Context: an optimization exercise on an open-source flow, tuned for small area. The choices shown serve that exercise and are no tape-out recipe.
In this exercise RTL edits were held to simulation tests only and were not proved equivalent to the original.
No activity file was given, so power comes from the tool's default toggle rates.

[design/flow/config.mk]
export PLATFORM = sky130hd
export DESIGN_NAME = i2c_mem_slave
export DESIGN_NICKNAME = i2c_mem_slave
export VERILOG_FILES = /design/flow/design.v
export SDC_FILE = /design/flow/constraint.sdc
export NUM_CORES = 4
export LEC_CHECK = 0
export CAP_MARGIN = 20
export CORE_MARGIN = 2
export CORE_UTILIZATION = 40
export SLEW_MARGIN = 20
[design/flow/constraint.sdc]
create_clock -name core_clock -period 10.0 [get_ports {clk}]
set_input_delay 2.0000 -clock core_clock [delete_from_list [all_inputs] [get_ports {clk}]]
set_output_delay 2.0000 -clock core_clock [all_outputs]
set_load 0.01 [all_outputs]
[design/flow/design.v]
package i2c_slave_pkg;
    typedef enum logic [2:0] {
        IDLE_S   = 3'd0,
        RCV_ADDR = 3'd1,
        ADDR_ACK = 3'd2,
        WRITE    = 3'd3,
        DATA_ACK = 3'd4,
        READ     = 3'd5,
        READ_ACK = 3'd6,
        STOP_S   = 3'd7
    } state_t;
    localparam logic [6:0] DEFAULT_DEV_ADDR = 7'h50;
    localparam int         MEM_DEPTH        = 128;
    localparam int         PTR_W            = $clog2(MEM_DEPTH);
endpackage
module i2c_bus_sync (
    input  logic clk,
    input  logic rst_n,
    input  logic scl_pin,
    input  logic sda_pin,
    output logic sda,
    output logic scl_rise,
    output logic scl_fall,
    output logic start_det,
    output logic stop_det
);
    logic scl_meta_q, scl_meta_d;
    logic scl_sync_q, scl_sync_d;
    logic scl_prev_q, scl_prev_d;
    logic sda_meta_q, sda_meta_d;
    logic sda_sync_q, sda_sync_d;
    logic sda_prev_q, sda_prev_d;
    always_comb begin
        scl_meta_d = scl_pin;
        scl_sync_d = scl_meta_q;
        scl_prev_d = scl_sync_q;
        sda_meta_d = sda_pin;
        sda_sync_d = sda_meta_q;
        sda_prev_d = sda_sync_q;
    end
    always_ff @(posedge clk or negedge rst_n) begin
        if (!rst_n) begin
            scl_meta_q <= 1'b1;
            scl_sync_q <= 1'b1;
            scl_prev_q <= 1'b1;
            sda_meta_q <= 1'b1;
            sda_sync_q <= 1'b1;
            sda_prev_q <= 1'b1;
        end else begin
            scl_meta_q <= scl_meta_d;
            scl_sync_q <= scl_sync_d;
            scl_prev_q <= scl_prev_d;
            sda_meta_q <= sda_meta_d;
            sda_sync_q <= sda_sync_d;
            sda_prev_q <= sda_prev_d;
        end
    end
    assign sda       = sda_sync_q;
    assign scl_rise  = scl_sync_q & ~scl_prev_q;
    assign scl_fall  = ~scl_sync_q & scl_prev_q;
    assign start_det = scl_sync_q & scl_prev_q & sda_prev_q & ~sda_sync_q;
    assign stop_det  = scl_sync_q & scl_prev_q & ~sda_prev_q & sda_sync_q;
endmodule
module i2c_mem_slave #(
    parameter logic [6:0] DEV_ADDR = i2c_slave_pkg::DEFAULT_DEV_ADDR,
    parameter int         MIN_HALF = 4
) (
    input  logic             clk,
    input  logic             rst_n,
    input  logic             scl,
    input  logic             sda_in,
    output logic             sda_oe,
    input  logic [i2c_slave_pkg::PTR_W-1:0] host_raddr,
    output logic [7:0]       host_rdata,
    input  logic             host_we,
    input  logic [7:0]       host_wdata,
    output logic             busy,
    output logic             wr_pulse,
    output logic [i2c_slave_pkg::PTR_W-1:0] wr_addr,
    output logic [7:0]       wr_data,
    output logic [2:0]       slave_state
);
    logic sda, scl_rise, scl_fall, start_det, stop_det;
    i2c_bus_sync u_sync (
        .clk       (clk),
        .rst_n     (rst_n),
        .scl_pin   (scl),
        .sda_pin   (sda_in),
        .sda       (sda),
        .scl_rise  (scl_rise),
        .scl_fall  (scl_fall),
        .start_det (start_det),
        .stop_det  (stop_det)
    );
    i2c_slave_pkg::state_t           state_q;
    i2c_slave_pkg::state_t           state_d;
    logic [3:0]       bit_cnt_q, bit_cnt_d;
    logic [7:0]       shift_q, shift_d;
    logic [i2c_slave_pkg::PTR_W-1:0] ptr_q, ptr_d;
    logic             first_q, first_d;
    logic             sda_oe_q, sda_oe_d;
    logic             busy_q, busy_d;
    logic             wr_pulse_q, wr_pulse_d;
    logic [i2c_slave_pkg::PTR_W-1:0] wr_addr_q, wr_addr_d;
    logic [7:0]       wr_data_q, wr_data_d;
    logic [7:0]       mem_q [i2c_slave_pkg::MEM_DEPTH];
    logic             mem_we;
    logic [7:0]       mem_wdata;
    logic [7:0]       rx_byte;
    logic [i2c_slave_pkg::PTR_W-1:0] ptr_inc;
    logic             byte_done;
    logic             addr_hit;
    assign rx_byte   = {shift_q[6:0], sda};
    assign ptr_inc   = ptr_q + 7'd1;
    assign byte_done = (bit_cnt_q == 4'd8);
    assign addr_hit  = (shift_q[7:1] == DEV_ADDR);
    always_ff @(posedge clk or negedge rst_n) begin
        if (!rst_n) begin
            state_q    <= i2c_slave_pkg::IDLE_S;
            bit_cnt_q  <= 4'd0;
            shift_q    <= 8'd0;
            ptr_q      <= '0;
            first_q    <= 1'b0;
            sda_oe_q   <= 1'b0;
            busy_q     <= 1'b0;
            wr_pulse_q <= 1'b0;
            wr_addr_q  <= '0;
            wr_data_q  <= 8'd0;
        end else begin
            state_q    <= state_d;
            bit_cnt_q  <= bit_cnt_d;
            shift_q    <= shift_d;
            ptr_q      <= ptr_d;
            first_q    <= first_d;
            sda_oe_q   <= sda_oe_d;
            busy_q     <= busy_d;
            wr_pulse_q <= wr_pulse_d;
            wr_addr_q  <= wr_addr_d;
            wr_data_q  <= wr_data_d;
        end
    end
    always_comb begin
        state_d = state_q;
        if (start_det) begin
            state_d = i2c_slave_pkg::RCV_ADDR;
        end else if (stop_det) begin
            state_d = i2c_slave_pkg::STOP_S;
        end else begin
            unique case (state_q)
                i2c_slave_pkg::STOP_S:   state_d = i2c_slave_pkg::IDLE_S;
                i2c_slave_pkg::RCV_ADDR: if (scl_fall && byte_done)
                              state_d = addr_hit ? i2c_slave_pkg::ADDR_ACK : i2c_slave_pkg::IDLE_S;
                i2c_slave_pkg::ADDR_ACK: if (scl_fall)
                              state_d = shift_q[0] ? i2c_slave_pkg::WRITE : i2c_slave_pkg::READ;
                i2c_slave_pkg::WRITE:    if (scl_fall && byte_done) state_d = i2c_slave_pkg::DATA_ACK;
                i2c_slave_pkg::DATA_ACK: if (scl_fall) state_d = i2c_slave_pkg::WRITE;
                i2c_slave_pkg::READ:     if (scl_fall && byte_done) state_d = i2c_slave_pkg::READ_ACK;
                i2c_slave_pkg::READ_ACK: if (scl_rise) state_d = sda ? i2c_slave_pkg::IDLE_S : i2c_slave_pkg::READ;
                default:  state_d = state_q;
            endcase
        end
    end
    always_comb begin
        bit_cnt_d  = bit_cnt_q;
        shift_d    = shift_q;
        ptr_d      = ptr_q;
        first_d    = first_q;
        sda_oe_d   = sda_oe_q;
        busy_d     = busy_q;
        wr_pulse_d = 1'b0;
        wr_addr_d  = wr_addr_q;
        wr_data_d  = wr_data_q;
        mem_we     = 1'b0;
        mem_wdata  = rx_byte;
        if (start_det) begin
            bit_cnt_d = 4'd0;
            sda_oe_d  = 1'b0;
        end else if (stop_det) begin
            busy_d   = 1'b0;
            sda_oe_d = 1'b0;
        end else begin
            unique case (state_q)
                i2c_slave_pkg::RCV_ADDR: begin
                    if (scl_rise) begin
                        shift_d   = rx_byte;
                        bit_cnt_d = bit_cnt_q + 4'd1;
                    end else if (scl_fall && byte_done) begin
                        bit_cnt_d = 4'd0;
                        sda_oe_d  = addr_hit;
                        busy_d    = addr_hit;
                    end
                end
                i2c_slave_pkg::ADDR_ACK: begin
                    if (scl_fall) begin
                        if (shift_q[0]) begin
                            sda_oe_d  = 1'b0;
                            first_d   = 1'b1;
                            bit_cnt_d = 4'd0;
                        end else begin
                            sda_oe_d  = ~mem_q[ptr_q][7];
                            shift_d   = {mem_q[ptr_q][6:0], 1'b0};
                            bit_cnt_d = 4'd1;
                        end
                    end
                end
                i2c_slave_pkg::WRITE: begin
                    if (scl_rise) begin
                        shift_d   = rx_byte;
                        bit_cnt_d = bit_cnt_q + 4'd1;
                        if (bit_cnt_q == 4'd7) begin
                            if (first_q) begin
                                first_d = 1'b0;
                                ptr_d   = rx_byte[6:0];
                            end else begin
                                mem_we     = 1'b1;
                                wr_pulse_d = 1'b1;
                                wr_addr_d  = ptr_q;
                                wr_data_d  = rx_byte;
                                ptr_d      = ptr_inc;
                            end
                        end
                    end else if (scl_fall && byte_done) begin
                        sda_oe_d  = 1'b1;
                        bit_cnt_d = 4'd0;
                    end
                end
                i2c_slave_pkg::DATA_ACK: begin
                    if (scl_fall) sda_oe_d = 1'b0;
                end
                i2c_slave_pkg::READ: begin
                    if (scl_fall) begin
                        if (byte_done) begin
                            sda_oe_d  = 1'b0;
                            bit_cnt_d = 4'd0;
                        end else begin
                            sda_oe_d  = ~shift_q[7];
                            shift_d   = {shift_q[6:0], 1'b0};
                            bit_cnt_d = bit_cnt_q + 4'd1;
                        end
                    end
                end
                i2c_slave_pkg::READ_ACK: begin
                    if (scl_rise) begin
                        sda_oe_d = 1'b0;
                        if (!sda) begin
                            ptr_d     = ptr_inc;
                            shift_d   = mem_q[ptr_inc];
                            bit_cnt_d = 4'd0;
                        end
                    end
                end
                default: ;
            endcase
        end
    end
    always_ff @(posedge clk) begin
        if (mem_we) begin
            mem_q[ptr_q] <= mem_wdata;
        end
        else if (host_we && !busy_q) begin
            mem_q[host_raddr] <= host_wdata;
        end
    end
    assign host_rdata = mem_q[host_raddr];
    assign sda_oe      = sda_oe_q;
    assign busy        = busy_q;
    assign wr_pulse    = wr_pulse_q;
    assign wr_addr     = wr_addr_q;
    assign wr_data     = wr_data_q;
    assign slave_state = state_q;
endmodule
[design/flow/run.sh]
#!/bin/bash
# synth_recipe.tcl (not shown) runs the flow's synth.tcl, then flattens the netlist and writes it again
# the make line also repeats each setting of config.mk as NAME=value (left out here)
make -C /OpenROAD-flow-scripts/flow DESIGN_CONFIG=/design/flow/config.mk WORK_HOME=/design/flow/orfs CLKGATE_MAP_FILE= SYNTH_SCRIPT=/design/flow/synth_recipe.tcl finish
==> results of run 1 <==
routing by layer:
| metal | vias to the layer above | global-route usage, % | wire length (µm) |
|---|---|---|---|
| li1 | 14300 | - | - |
| met1 | 19900 | 37.6 | 77100 |
| met2 | 2807 | 39.0 | 89500 |
| met3 | 451 | 8.17 | 26100 |
| met4 | 4 | 11.7 | 10300 |
| met5 | - | 0 | 20 |
Yosys cell counts, types with 12 or more instances:
cell	count	area (µm²)
dfrtp_1	41	1030
clkbuf_1	118	443
a31oi_1	18	113
a22oi_1	74	556
mux2_2	30	338
buf_2	110	551
nor3_1	18	90.1
inv_1	14	52.6
buf_4	42	315
mux2i_1	102	1020
buf_1	20	75.1
o21ai_0	24	120
a21oi_1	98	490
nor2_1	171	642
o31ai_1	12	90.1
nor4_1	17	106
o221ai_1	23	201
o22ai_1	23	144
nand2_1	205	769
edfxtp_1	1024	30700
mux4_2	842	19000
nand3_1	51	255
o211ai_1	12	90.1
stage by stage:
stage               power (mW)  hold slack (ns)  std cells  worst slack [ns]
floorplan                 11.4            0.345       3261              1.06
global placement          14.3            0.348       5075              2.13
detailed placement        14.3            0.350       5076              2.12
CTS                       18.5            0.361       5291              2.12
global route              19.2            0.366       5293              2.02
finish                    18.7            0.363       5295              2.11
critical path, stage by stage:
cell             delay, ns
buf_8                 0.61
buf_4                 0.49
mux4_2                0.56
mux4_2                0.55
mux4_2                0.65
mux2_2                0.37
clkdlybuf4s50_1       0.51
worst min-delay path by stage:
stage          depth (start not counted)  slack (ns)           endpoint
2_1_floorplan                          0        0.35  u_sync.scl_sync_q
3_3_place_gp                           0        0.35  u_sync.sda_sync_q
6_report                               0        0.36  u_sync.sda_sync_q
4_1_cts                                0        0.36  u_sync.sda_sync_q
5_1_grt                                0        0.37  u_sync.sda_sync_q
3_5_place_dp                           0        0.35  u_sync.sda_sync_q
layout by cell type, fill, tap and decap left out, drive strengths merged, types with 17 or more instances in the layout:
cell type / synthesis / final
a21oi: 98 / 98
a22oi: 74 / 74
a31oi: 18 / 18
buf: 177 / 152
clkbuf: 118 / 135
clkdlybuf4s50: 0 / 43
clkinv: 0 / 62
dfrtp: 41 / 41
edfxtp: 1024 / 1024
inv: 14 / 20
mux2: 30 / 30
mux2i: 102 / 102
mux4: 842 / 842
nand2: 205 / 205
nand3: 51 / 51
nor2: 171 / 171
nor3: 18 / 18
nor4: 17 / 17
o21ai: 25 / 25
o221ai: 23 / 23
o22ai: 23 / 23
power by group through the flow:
stage | Clock (mW) | Sequential [mW] | Combinational [mW]
detailed placement | 0 | 5.59 | 8.70
global route | 4.47 | 5.51 | 9.19
global placement | 0 | 5.59 | 8.70
CTS | 4.30 | 5.50 | 8.74
finish | 4.26 | 5.51 | 8.90
floorplan | 0 | 5.44 | 5.93
state kept, by name, summed over array words and instances, names as in the netlist, named ones only:
signal / flops
bit_cnt_q: 4
busy_q: 1
first_q: 1
mem_q: 1024
ptr_q: 7
sda_oe_q: 1
shift_q: 7
state_q: 3
u_sync.scl_meta_q: 1
u_sync.scl_prev_q: 1
u_sync.scl_sync_q: 1
u_sync.sda_meta_q: 1
u_sync.sda_prev_q: 1
u_sync.sda_sync_q: 1
wr_addr_q: 7
wr_data_q: 8
wr_pulse_q: 1
cell type report:
type                       count  area, µm²  share of cell area [%]
antenna                        2       5.00                 0.00766
inverter                      14       52.6                  0.0804
clock inverter                80        666                    1.02
clock buffer                 135       3030                    4.63
tap                         1917       2400                    3.67
multi-input combinational   1881      25500                    39.1
sequential                  1071      31900                    48.9
timing repair buffer         195       1740                    2.66
kinds of logic after synthesis:
family                   count (synthesis)
XOR/XNOR                                10
adder cells (fa/ha/maj)                  3
flip-flops                            1071
AND/OR/NAND/NOR                        537
multiplexers                           974
buffers and inverters                  309
AO/OA/AOI/OAI                          357
==> flow_summary.yaml, run 1 <==
grt:
  grt.total_usage_pct: 26.9
  gr-total-overflow: 0
  antenna_found_initial: 4
  first_global_vias: 35900
  grt_pass1_wl_um: 284000
  grt_max_degree: 115
power:
  power_density_nw_per_um2: 286
  seq_power_share_pct: 29.5
  p_switching_mw: 7.42
  leakage_nw: 19.9
  pwr-share-clk_pct: 22.8
  pwr-share-comb_pct: 47.7
  p_sw_share_pct: 39.8
  peakVddDrop_v: 0.000564
  p_int_mw: 11.2
die:
  rows: 140
  fp.dieArea_um2: 150000
  ios: 49
  start_util_pct: 40.3
  core_region_area_um2: 146000
  die_x_um: 387
  chipHeight_um: 387
synthesis:
  synth_area_per_cell_um2: 18.0
  synth_nets: 3284
  yosys_warnings: 2
  synth_ff_type: "edfxtp_1"
  synth_compound_area_share_pct: 4.16
  synth-xor-area-share_pct: 0.149
  synth_edf_count: 1024
  ys_seq_area_share_pct: 54.4
  synth_top_family_by_area: "multiplexers"
  synth_simple_gate_area_share_pct: 4.06
  synth_mux_area_share_pct: 34.6
  ys_ff_latch: 1071
  synthArstFlopShare_pct: 4.39
  synthCells: 3261
  syn_area_um2: 58700
  synth.distinct_cells: 71
  synth_fa_ha_area_share_pct: 0.0639
route:
  num_vias: 37400
  drt-pass1-iter-count: 7
  drc: 0
  vias_per_cell: 7.06
  routed_wl_um: 203000
  drt-initial-drc-count: 5858
  antenna_left: 0
  routedWlPerCell_um: 38.3
place:
  postPlaceCellArea_um2: 61600
  io_buffers: 48
  place_congestion: 1.01
  hpwl_um: 131000
hold_path:
  hp-start: "u_sync.sda_meta_q"
  worstHoldPathType: "register to register"
cells_and_area:
  n_fill_cell: 12500
  final_util_pct: 44.8
  area_growth_pct: 11.3
  final_design_area_no_fill_um2: 65400
  drive_gt1_share_pct: 37.1
  fin_nets: 3301
worst_setup_path:
  crit_arrival_ns: 5.89
  crit_type: "input pin to primary output"
  start_kind: "input pin"
  timing.critical_path.from: "host_raddr[0]"
  r2r_slack_ns: 4.37
  timing.rr.end: "shift_q[7]"
  r2r_cells: 9
  crit_fanout: 65
  critical_path.endpoint: "host_rdata[2]"
  crit-reg2reg-launch: "ptr_q[0]"
  cp.required_ns: 8.00
  endpoint_kind: "primary output"
timing:
  worst_slew_pin_slew_ns: 1.18
  fmax_mhz: 127
  skew_ns: 0.0335
  setup_viol: 0
  setup_tns_ns: 0
  hold_violations: 0
  slew_viol_final: 0
  min_period_ns: 7.89
  rsz0062_at_grt: "no"
  post-route-period-util_pct: 78.9
  relSlewSlack_pct: 21.1
cts:
  post-cts-setup-buffers: 0
  post_cts_resized: 0
  cts_buffers: 115
  cts_max_level: 3
  clockBufferDepth: 3
  cts_tree: "yes"
  ctsHoldBuffers: 0
  cts.sinks: 1071
  clk_pin_slew_ns: 0.06
  cts-root-buf: "clkbuf_16"
  worstSkewPairLatency_ns: 0.75
run_status:
  status: "no timing/DRC/antenna violations"
job:
  cap_violations: 0
==> run 2: changes to the inputs <==
--- a/design/flow/design.v
+++ b/design/flow/design.v
@@ -82,2 +82,4 @@
 );
+    localparam int DEPTH = i2c_slave_pkg::MEM_DEPTH;
+    localparam int AW    = i2c_slave_pkg::PTR_W;
     logic sda, scl_rise, scl_fall, start_det, stop_det;
@@ -98,3 +100,3 @@
     logic [7:0]       shift_q, shift_d;
-    logic [i2c_slave_pkg::PTR_W-1:0] ptr_q, ptr_d;
+    logic [AW-1:0]    ptr_q, ptr_d;
     logic             first_q, first_d;
@@ -103,11 +105,11 @@
     logic             wr_pulse_q, wr_pulse_d;
-    logic [i2c_slave_pkg::PTR_W-1:0] wr_addr_q, wr_addr_d;
+    logic [AW-1:0]    wr_addr_q, wr_addr_d;
     logic [7:0]       wr_data_q, wr_data_d;
-    logic [7:0]       mem_q [i2c_slave_pkg::MEM_DEPTH];
     logic             mem_we;
-    logic [7:0]       mem_wdata;
     logic [7:0]       rx_byte;
-    logic [i2c_slave_pkg::PTR_W-1:0] ptr_inc;
+    logic [AW-1:0]    ptr_inc;
     logic             byte_done;
     logic             addr_hit;
+    logic [7:0]       rd_byte;       
+    logic             tx_first;      
     assign rx_byte   = {shift_q[6:0], sda};
@@ -116,2 +118,3 @@
     assign addr_hit  = (shift_q[7:1] == DEV_ADDR);
+    assign tx_first  = (bit_cnt_q == 4'd0);
     always_ff @(posedge clk or negedge rst_n) begin
@@ -173,3 +176,2 @@
         mem_we     = 1'b0;
-        mem_wdata  = rx_byte;
         if (start_det) begin
@@ -199,4 +201,4 @@
                         end else begin
-                            sda_oe_d  = ~mem_q[ptr_q][7];
-                            shift_d   = {mem_q[ptr_q][6:0], 1'b0};
+                            sda_oe_d  = ~rd_byte[7];
+                            shift_d   = {rd_byte[6:0], 1'b0};
                             bit_cnt_d = 4'd1;
@@ -234,2 +236,6 @@
                             bit_cnt_d = 4'd0;
+                        end else if (tx_first) begin
+                            sda_oe_d  = ~rd_byte[7];
+                            shift_d   = {rd_byte[6:0], 1'b0};
+                            bit_cnt_d = 4'd1;
                         end else begin
@@ -246,3 +252,2 @@
                             ptr_d     = ptr_inc;
-                            shift_d   = mem_q[ptr_inc];
                             bit_cnt_d = 4'd0;
@@ -255,5 +260,6 @@
     end
+    logic [7:0]       mem_q [DEPTH];
     always_ff @(posedge clk) begin
         if (mem_we) begin
-            mem_q[ptr_q] <= mem_wdata;
+            mem_q[ptr_q] <= rx_byte;
         end
@@ -263,2 +269,3 @@
     end
+    assign rd_byte = mem_q[ptr_q];
     assign host_rdata = mem_q[host_raddr];
==> flow_summary.yaml, run 2 <==
die:
  rows: 130
  ios: 49
  start_util_pct: 40.4
  fp.dieArea_um2: 130000
  core_region_area_um2: 126000
  chipHeight_um: 360
  die_x_um: 360
worst_setup_path:
  critPathMaxStageDelay_ns: 0.62
  crit_arrival_ns: 5.95
  cp.required_ns: 8.00
  cpMostUsedCell: "mux4_2"
  start_kind: "input pin"
  crit_type: "input pin to primary output"
  timing.rr.end: "mem_q[91][7]"
  crit_chain: "buf_8 > buf_16 > buf_12 > mux4_2 > mux4_2 > mux4_2 > mux2_2 > clkdlybuf4s50_1"
  r2r_cells: 8
  r2r_slack_ns: 4.76
  crit_slowest_cell: "mux4_2"
  crit-reg2reg-launch: "state_q[2]"
  endpoint_kind: "primary output"
  crit_fanout: 48
synthesis:
  synth_ff_type: "edfxtp_1"
  synthTopCellsByArea: "edfxtp_1, mux4_2, dfrtp_1, mux2i_1, nor2_1"
  synth_area_per_cell_um2: 18.7
  yosys_warnings: 2
  ys_ff_latch: 1071
  yosys-top-cells-count: "edfxtp_1, mux4_2, nor2_1"
  syn_area_um2: 50800
  synthCells: 2712
  synth_nets: 2735
  synth.distinct_cells: 66
  synth.top_cell.area_share_pct: 60.5
  synth_edf_count: 1024
  yosysMostFrequentCell: "edfxtp_1"
  ys_seq_area_share_pct: 62.8
  yosysTopAreaCell: "edfxtp_1"
  synthArstFlopShare_pct: 4.39
cells_and_area:
  mostFrequentLayoutCells: "edfxtp_1, mux4_2, nor2_1"
  final_design_area_no_fill_um2: 57100
  final_common_cell: "edfxtp_1"
  n_fill_cell: 10600
  largestRegisters: "mem_q: 1024 flops, wr_data_q: 8 flops"
  area_growth_pct: 12.3
  final_util_pct: 45.3
  drive_gt1_share_pct: 32.4
  largest_reg_flops: 1024
  regArea_um2: 31900
  final_cell_count_no_fill: 4486
  top_register: "mem_q"
  multiInputGateArea_um2: 18100
  fin_nets: 2764
hold_path:
  worstHoldPathType: "register to register"
  min_path_cells: 0
  hp-start: "u_sync.scl_meta_q"
  worstHoldEndpoint: "u_sync.scl_sync_q"
cts:
  cts.sinks: 1071
  clk_pin_slew_ns: 0.05
  ctsHoldBuffers: 0
  post-cts-setup-buffers: 0
  worstSkewPairLatency_ns: 0.73
  clockBufferDepth: 3
  post_cts_resized: 0
  cts_buffers: 113
  cts_tree: "yes"
  cts_max_level: 3
  cts-root-buf: "clkbuf_16"
timing:
  rsz0062_at_grt: "no"
  hold_violations: 0
  post-route-period-util_pct: 79.5
  setup_tns_ns: 0
  setup_slack_ns: 2.05
  fmax_mhz: 126
  relSlewSlack_pct: 20.8
  skew_ns: 0.0370
  worst_slew_pin_slew_ns: 1.19
  min_period_ns: 7.95
  setup_viol: 0
  slew_viol_final: 0
run_status:
  status: "no timing/DRC/antenna violations"
route:
  vias_per_cell: 6.61
  routed_wl_um: 159000
  drt-initial-drc-count: 4008
  drc: 0
  antenna_left: 0
  routedWlPerCell_um: 35.5
  num_vias: 29700
  drt-pass1-iter-count: 5
place:
  hpwl_um: 101000
  dp_cells: 4272
  place_worst_setup_slack_ns: 1.97
  postPlaceCellArea_um2: 53200
  place_congestion: 0.887
  io_buffers: 48
grt:
  grt.total_usage_pct: 24.4
  grt_max_degree: 106
  gr-total-overflow: 0
  grt_pass1_wl_um: 226000
  antenna_found_initial: 9
  first_global_vias: 29500
power:
  peakVddDrop_v: 0.000140
  leakage_nw: 17.3
  power_density_nw_per_um2: 191
job:
  cap_violations: 0
==> run 2: worst max-delay path: cells and delay by family <==
| family | cells | cell delay, ns |
|---|---|---|
| multiplexers | 4 | 2.13 |
| buffers and inverters | 4 | 1.58 |
==> run 2: logic make-up (layout without fill, tap and decap cells) <==
family / after synthesis / count (layout) / share of synthesized area, %
AOI/OAI and AO/OA: 273 / 273 / 3.68
buffers and inverters: 222 / 344 / 2.07
and+or+nand+nor: 453 / 453 / 4.06
other: 0 / 2 / 0
DFF: 1071 / 1071 / 62.8
muxes: 690 / 690 / 27.3
adders and majority gates: 3 / 3 / 0.0739
==> run 2: worst max-delay path by stage <==
stage	from	endpoint	slack, ns	depth (start not counted)
final	host_raddr[0]	host_rdata[5]	2.05	8
after global routing	host_raddr[0]	host_rdata[7]	1.95	8
after CTS	host_raddr[0]	host_rdata[4]	1.97	7
after detailed placement	host_raddr[0]	host_rdata[4]	1.97	7
after global placement	host_raddr[0]	host_rdata[4]	1.98	7
after floorplan	host_raddr[1]	host_rdata[0]	3.65	7
==> run 2: where the power goes <==
part	internal [mW]	switching, mW	leakage [nW]
clock network	2.47	1.82	1.83
registers	5.16	0.0878	9.90
logic	0.453	0.889	5.55
==> run 2: stage by stage <==
| step | hold WS [ns] | total power [mW] |
|---|---|---|
| after global routing | 0.364 | 11.1 |
| after floorplan | 0.345 | 6.13 |
| final | 0.359 | 10.9 |
| after global placement | 0.351 | 6.62 |
| after detailed placement | 0.349 | 6.66 |
| after CTS | 0.361 | 10.9 |
==> run 2: cell type report <==
| cell class | count | share of cell area [%] |
|---|---|---|
| diodes | 2 | 0.00877 |
| clock buffers | 129 | 5.17 |
| clock inverters | 79 | 1.38 |
| inverters | 10 | 0.0658 |
| multi-input cells | 1419 | 31.7 |
| flip-flops and latches | 1071 | 56.0 |
| well taps | 1650 | 3.62 |
| repair buffers | 126 | 2.06 |
==> run 2: metal layers <==
layer,wire length [µm],share of wire [%],GRT usage [%],vias to the layer above
met2,73300,46,37.3,1807
li1,-,-,-,11600
met1,63300,40,34.3,15900
met5,26,0.016,0,-
met3,17400,11,6.41,316
met4,5340,3.4,7.47,4
==> run 3: changes to the inputs <==
--- a/design/flow/config.mk
+++ b/design/flow/config.mk
@@ -10,2 +10,4 @@
 export CORE_UTILIZATION = 40
+export CTS_CLUSTER_DIAMETER = 80
+export CTS_CLUSTER_SIZE = 30
 export SLEW_MARGIN = 20
==> flow_summary.yaml, run 3 <==
worst_setup_path:
  critPathTopFamily: "multiplexers"
  start_kind: "input pin"
  path_buf_inv: 4
  crit_fanout: 48
  crit_chain: "buf_8 > buf_16 > buf_12 > mux4_2 > mux4_2 > mux4_2 > mux2_2 > clkdlybuf4s50_1"
  crit_type: "input pin to primary output"
  crit_slowest_cell: "mux4_2"
  cp.required_ns: 8.00
  endpoint_kind: "primary output"
  crit_arrival_ns: 5.94
  cpMostUsedCell: "mux4_2"
  critPathMaxStageDelay_ns: 0.63
place:
  place_congestion: 0.887
  io_buffers: 48
  hpwl_um: 101000
  place_worst_setup_slack_ns: 1.97
  postPlaceCellArea_um2: 53200
route:
  drc: 0
  num_vias: 29300
  drt-initial-drc-count: 3989
  vias_per_cell: 6.71
  routedWlPerCell_um: 36.2
  antenna_left: 0
  routed_wl_um: 158000
  drt-pass1-iter-count: 6
cts:
  cts_tree: "yes"
  worstSkewPairLatency_ns: 0.72
  ctsHoldBuffers: 0
  cts.sinks: 1071
  cts_buffers: 50
  cts-root-buf: "clkbuf_16"
  cts_max_level: 2
  post-cts-setup-buffers: 0
  clk_pin_slew_ns: 0.10
  clockBufferDepth: 3
  post_cts_resized: 0
synthesis:
  ys_seq_area_share_pct: 62.8
  synthCells: 2712
  syn_area_um2: 50800
  synth.top_cell.area_share_pct: 60.5
  synthTopCellsByArea: "edfxtp_1, mux4_2, dfrtp_1, mux2i_1, nor2_1"
  synth_nets: 2735
  yosysTopAreaCell: "edfxtp_1"
  yosysMostFrequentCell: "edfxtp_1"
  yosys_warnings: 2
  synth_area_per_cell_um2: 18.7
  yosys-top-cells-count: "edfxtp_1, mux4_2, nor2_1"
  synth.distinct_cells: 66
  synth_edf_count: 1024
  synthArstFlopShare_pct: 4.39
  ys_ff_latch: 1071
  synth_ff_type: "edfxtp_1"
power:
  leakage_nw: 16.3
  power_density_nw_per_um2: 167
  design_power_total_mw: 9.22
  peakVddDrop_v: 0.000118
cells_and_area:
  final_common_cell: "edfxtp_1"
  largestRegisters: "mem_q: 1024 flops, wr_data_q: 8 flops"
  mostFrequentLayoutCells: "edfxtp_1, mux4_2, nor2_1"
  fin_nets: 2703
  drive_gt1_share_pct: 30.6
  largest_reg_flops: 1024
  area_growth_pct: 8.28
  final_design_area_no_fill_um2: 55000
  top_register: "mem_q"
  n_fill_cell: 10800
die:
  start_util_pct: 40.4
  rows: 130
  core_region_area_um2: 126000
  chipHeight_um: 360
  fp.dieArea_um2: 130000
  ios: 49
  die_x_um: 360
hold_path:
  worstHoldPathType: "register to register"
grt:
  top_usage_layer: "met2"
  first_global_vias: 29000
  grt_pass1_wl_um: 223000
  grt_use_met3_pct: 6.23
  grt_max_degree: 106
  grt.total_usage_pct: 24.1
  antenna_found_initial: 10
  use_met2_pct: 37.2
  gr-total-overflow: 0
  grt_util_met1_pct: 34.2
timing:
  rsz0062_at_grt: "no"
  hold_violations: 0
  setup_tns_ns: 0
  setup_viol: 0
  setup_slack_ns: 2.06
  slew_viol_final: 0
  relSlewSlack_pct: 21.3
  min_period_ns: 7.94
  worst_slew_pin_slew_ns: 1.18
  hold_slack_ns: 0.368
  post-route-period-util_pct: 79.4
  fmax_mhz: 126
  skew_ns: 0.0486
job:
  cap_violations: 0
run_status:
  status: "no timing/DRC/antenna violations"
[run 3: cell counts after synthesis]
No cell type changed its count.
[run 3: layer usage]
| metal | vias up | share of wire, % | routed length (µm) |
|---|---|---|---|
| li1 | 11400 | - | - |
| met1 | 15900 | 40 | 63100 |
| met2 | 1753 | 46 | 73100 |
| met3 | 259 | 11 | 17200 |
| met4 | 6 | 3.0 | 4700 |
| met5 | - | 0.033 | 52 |
[run 3: cell families (layout without fill, tap and decap cells)]
kind of cell	Yosys count	after routing	synth area share (%)
flops	1071	1071	62.8
mux	690	690	27.3
simple gates	453	453	4.06
compound gates	273	273	3.68
buf+inv	222	222	2.07
fa+ha+maj	3	3	0.0739
other cells	0	4	0
[run 3: worst paths after layout]
kind	startpoint	endpoint	slack, ns	cells after the start
max	host_raddr[0]	host_rdata[5]	2.06	8
max in group asynchronous	rst_n	ptr_q[0]	8.09	2
min in group asynchronous	rst_n	shift_q[6]	1.41	2
min	u_sync.sda_meta_q	u_sync.sda_sync_q	0.37	0
min reg2reg	u_sync.sda_meta_q	u_sync.sda_sync_q	0.37	0
max reg2reg	state_q[2]	mem_q[91][2]	4.74	8
[run 3: per-stage QoR]
step / std cells / utilization, %
finish: 4366 / 43.7
floorplan: 2712 / -
global route: 4362 / 43.7
global placement: 4271 / 42.2
detailed placement: 4272 / 42.3
CTS: 4356 / 43.6
[run 3: final cells by class]
type / instances / area, µm² / share of cell area [%]
repair buffers: 128 / 1190 / 2.17
flip-flops and latches: 1071 / 31900 / 58.0
well taps: 1650 / 2060 / 3.75
multi-input cells: 1419 / 18100 / 32.9
diodes: 4 / 10.0 / 0.0182
inverters: 10 / 37.5 / 0.0682
clock inverters: 29 / 399 / 0.725
clock buffers: 55 / 1300 / 2.36
[run 3: worst reg2reg max path, cell delays in order (launching register included)]
cell	delay (ns)
dfrtp_1	0.65
nand2b_1	0.48
o41ai_2	0.99
buf_4	0.53
and3_1	0.24
a31oi_1	0.08
nand2b_1	0.68
buf_4	0.44
nor2_1	0.79
[run 3: where the power goes]
group          internal (mW)  switching, mW
Clock                   1.06           1.58
Combinational          0.453          0.888
Sequential              5.15         0.0881
==> run 4: changes to the inputs <==
--- a/design/flow/design.v
+++ b/design/flow/design.v
@@ -113,3 +113,3 @@
     logic [7:0]       rd_byte;       
-    logic             tx_first;      
+    logic             tx_bit;        
     assign rx_byte   = {shift_q[6:0], sda};
@@ -118,3 +118,3 @@
     assign addr_hit  = (shift_q[7:1] == DEV_ADDR);
-    assign tx_first  = (bit_cnt_q == 4'd0);
+    assign tx_bit    = rd_byte[~bit_cnt_q[2:0]];
     always_ff @(posedge clk or negedge rst_n) begin
@@ -201,4 +201,3 @@
                         end else begin
-                            sda_oe_d  = ~rd_byte[7];
-                            shift_d   = {rd_byte[6:0], 1'b0};
+                            sda_oe_d  = ~tx_bit;
                             bit_cnt_d = 4'd1;
@@ -236,9 +235,4 @@
                             bit_cnt_d = 4'd0;
-                        end else if (tx_first) begin
-                            sda_oe_d  = ~rd_byte[7];
-                            shift_d   = {rd_byte[6:0], 1'b0};
-                            bit_cnt_d = 4'd1;
                         end else begin
-                            sda_oe_d  = ~shift_q[7];
-                            shift_d   = {shift_q[6:0], 1'b0};
+                            sda_oe_d  = ~tx_bit;
                             bit_cnt_d = bit_cnt_q + 4'd1;
@@ -260,13 +254,38 @@
     end
-    logic [7:0]       mem_q [DEPTH];
-    always_ff @(posedge clk) begin
-        if (mem_we) begin
-            mem_q[ptr_q] <= rx_byte;
-        end
-        else if (host_we && !busy_q) begin
-            mem_q[host_raddr] <= host_wdata;
-        end
-    end
-    assign rd_byte = mem_q[ptr_q];
-    assign host_rdata = mem_q[host_raddr];
+    logic [AW-1:0]    wa;
+    logic [7:0]       wd;
+    logic             wen;
+    logic [DEPTH-1:0] wsel;
+    logic [DEPTH-1:0] hsel_n;        
+    logic [DEPTH-1:0] psel_n;        
+    logic [7:0]       rows [DEPTH];
+    assign wa  = mem_we ? ptr_q : host_raddr;
+    assign wd  = mem_we ? rx_byte : host_wdata;
+    assign wen = mem_we | (host_we & ~busy_q);
+    always_comb begin
+        for (int r = 0; r < DEPTH; r++) begin
+            wsel[r]   = wen && (wa == r[AW-1:0]);
+            psel_n[r] = (ptr_q != r[AW-1:0]);
+            hsel_n[r] = (host_raddr != r[AW-1:0]);
+        end
+    end
+    for (genvar r = 0; r < DEPTH; r++) begin : g_row
+        logic [7:0] q;
+        always_ff @(posedge clk) begin
+            q <= (wd & {8{wsel[r]}}) | (q & {8{~wsel[r]}});
+        end
+        assign rows[r] = q;
+    end
+    always_comb begin
+        rd_byte = 8'hff;
+        for (int r = 0; r < DEPTH; r++) begin
+            rd_byte = rd_byte & (rows[r] | {8{psel_n[r]}});
+        end
+    end
+    always_comb begin
+        host_rdata = 8'hff;
+        for (int r = 0; r < DEPTH; r++) begin
+            host_rdata = host_rdata & (rows[r] | {8{hsel_n[r]}});
+        end
+    end
     assign sda_oe      = sda_oe_q;
--- a/design/flow/config.mk
+++ b/design/flow/config.mk
@@ -10,4 +10,2 @@
 export CORE_UTILIZATION = 40
-export CTS_CLUSTER_DIAMETER = 80
-export CTS_CLUSTER_SIZE = 30
 export SLEW_MARGIN = 20
==> flow_summary.yaml, run 4 <==
run_status:
  firstError: "[ERROR GRT-0116] Global routing finished with congestion. Check the congestion regions in the DRC Viewer."
  failing_step: "global routing (5_1_grt)"
  status: "did not finish"
synthesis:
  synth_edf_count: 1024
  synthCells: 3622
  synthArstFlopShare_pct: 4.39
  yosys-top-cells-count: "edfxtp_1, o22ai_1, nand2_1"
  synth_simple_gate_area_share_pct: 14.8
  ys_seq_area_share_pct: 68.9
  synth-xor-area-share_pct: 0.0189
  syn_area_um2: 46300
  ys_ff_latch: 1071
  synth_area_per_cell_um2: 12.8
  synth_mux_area_share_pct: 0.465
  synth_nets: 3648
  synthTopCellsByArea: "edfxtp_1, o22ai_1, nor3_1, nand2_1, nor2_1"
  synth_top_family_by_area: "simple AND/OR/NAND/NOR gates"
  synth_ff_type: "edfxtp_1"
  yosysTopAreaCell: "edfxtp_1"
  yosys_warnings: 3
  yosysMostFrequentCell: "edfxtp_1"
  synth_fa_ha_area_share_pct: 0.162
  synth_compound_area_share_pct: 13.9
  synth.distinct_cells: 73
  synth.top_cell.area_share_pct: 66.4
place:
  place_congestion: 1.57
  hpwl_um: 361000
  place_worst_setup_slack_ns: 0.444
  io_buffers: 48
die:
  chipHeight_um: 344
  ios: 49
  die_x_um: 344
  rows: 124
  start_util_pct: 40.4
grt:
  grt.total_usage_pct: 89.0
  grt_max_degree: 71
  grt_pass1_wl_um: 692000
  gr-total-overflow: 2190
  first_global_vias: 56700
cts:
  cts.sinks: 1071
  ctsHoldBuffers: 0
  post_cts_resized: 0
  clockBufferDepth: 3
  post-cts-setup-buffers: 0
  cts_buffers: 106
  cts_max_level: 3
  cts-root-buf: "clkbuf_16"
run 4: cell count changes after synthesis, moves of 60 or more:
cell,change
nand2_1,+207
mux2i_1,-91
nor3_1,+227
nor2_1,+155
o22ai_1,+794
nor4_1,+128
mux4_2,-553
nand4_1,+60
run 4: cells by family after synthesis:
| logic type | Yosys count |
|---|---|
| and+or+nand+nor | 1369 |
| adders and majority gates | 6 |
| AOI/OAI and AO/OA | 998 |
| muxes | 20 |
| DFF | 1071 |
| xor gates and xnor gates | 1 |
| buffers and inverters | 157 |
run 4: how the worst max path moves through the flow:
stage | endpoint | slack (ns)
floorplan | host_rdata[5] | 3.88
global placement | host_rdata[3] | 0.45
detailed placement | host_rdata[3] | 0.44
CTS | host_rdata[3] | 0.44
run 4: power groups by stage:
stage	registers (mW)	logic (mW)	clock network (mW)
CTS	5.05	1.36	4.13
floorplan	5.09	0.562	0
detailed placement	5.14	1.35	0
global placement	5.14	1.36	0
run 4: per-layer routing:
metal  track usage, %  overflow
met3             82.6       172
met5             66.1        22
met2             96.7      1176
met1             90.2       193
met4             85.2       627
run 4: metrics by stage:
step,std cells,area (µm²),hold slack [ns],power (mW)
after floorplan,3622,46300,0.345,5.65
after global placement,5280,50100,0.348,6.51
after detailed placement,5282,50100,0.350,6.50
after CTS,5479,53700,0.361,10.5

separate check: timing with driven ports:
Ports are ideal in the flow. The routed layouts listed here were re-timed in OpenROAD. Step 1: set_driving_cell puts a clkbuf_16 on clk and a buf_2 on each other input, an assumption about the parent block. Step 2 also shifts input and output timing later by t, the mid clock arrival at the registers, as if the neighbouring blocks saw the same clock. Three values: no drivers, after step 1, after step 2; two values: the first two.
run	t (ns)	setup WS [ns]	clock arrival spread, ns
run 1	0.827	2.114 / 2.033 / 2.033	0.038 / 0.039
run 2	0.790	2.053 / 2.002 / 2.002	0.042 / 0.042
run 3	0.766	2.065 / 2.014 / 2.014	0.056 / 0.057
After both steps every run listed still meets setup and hold. For run 1, which loses most, drivers alone change the setup slack by -0.081 ns; drivers and shift together by -0.081 ns.
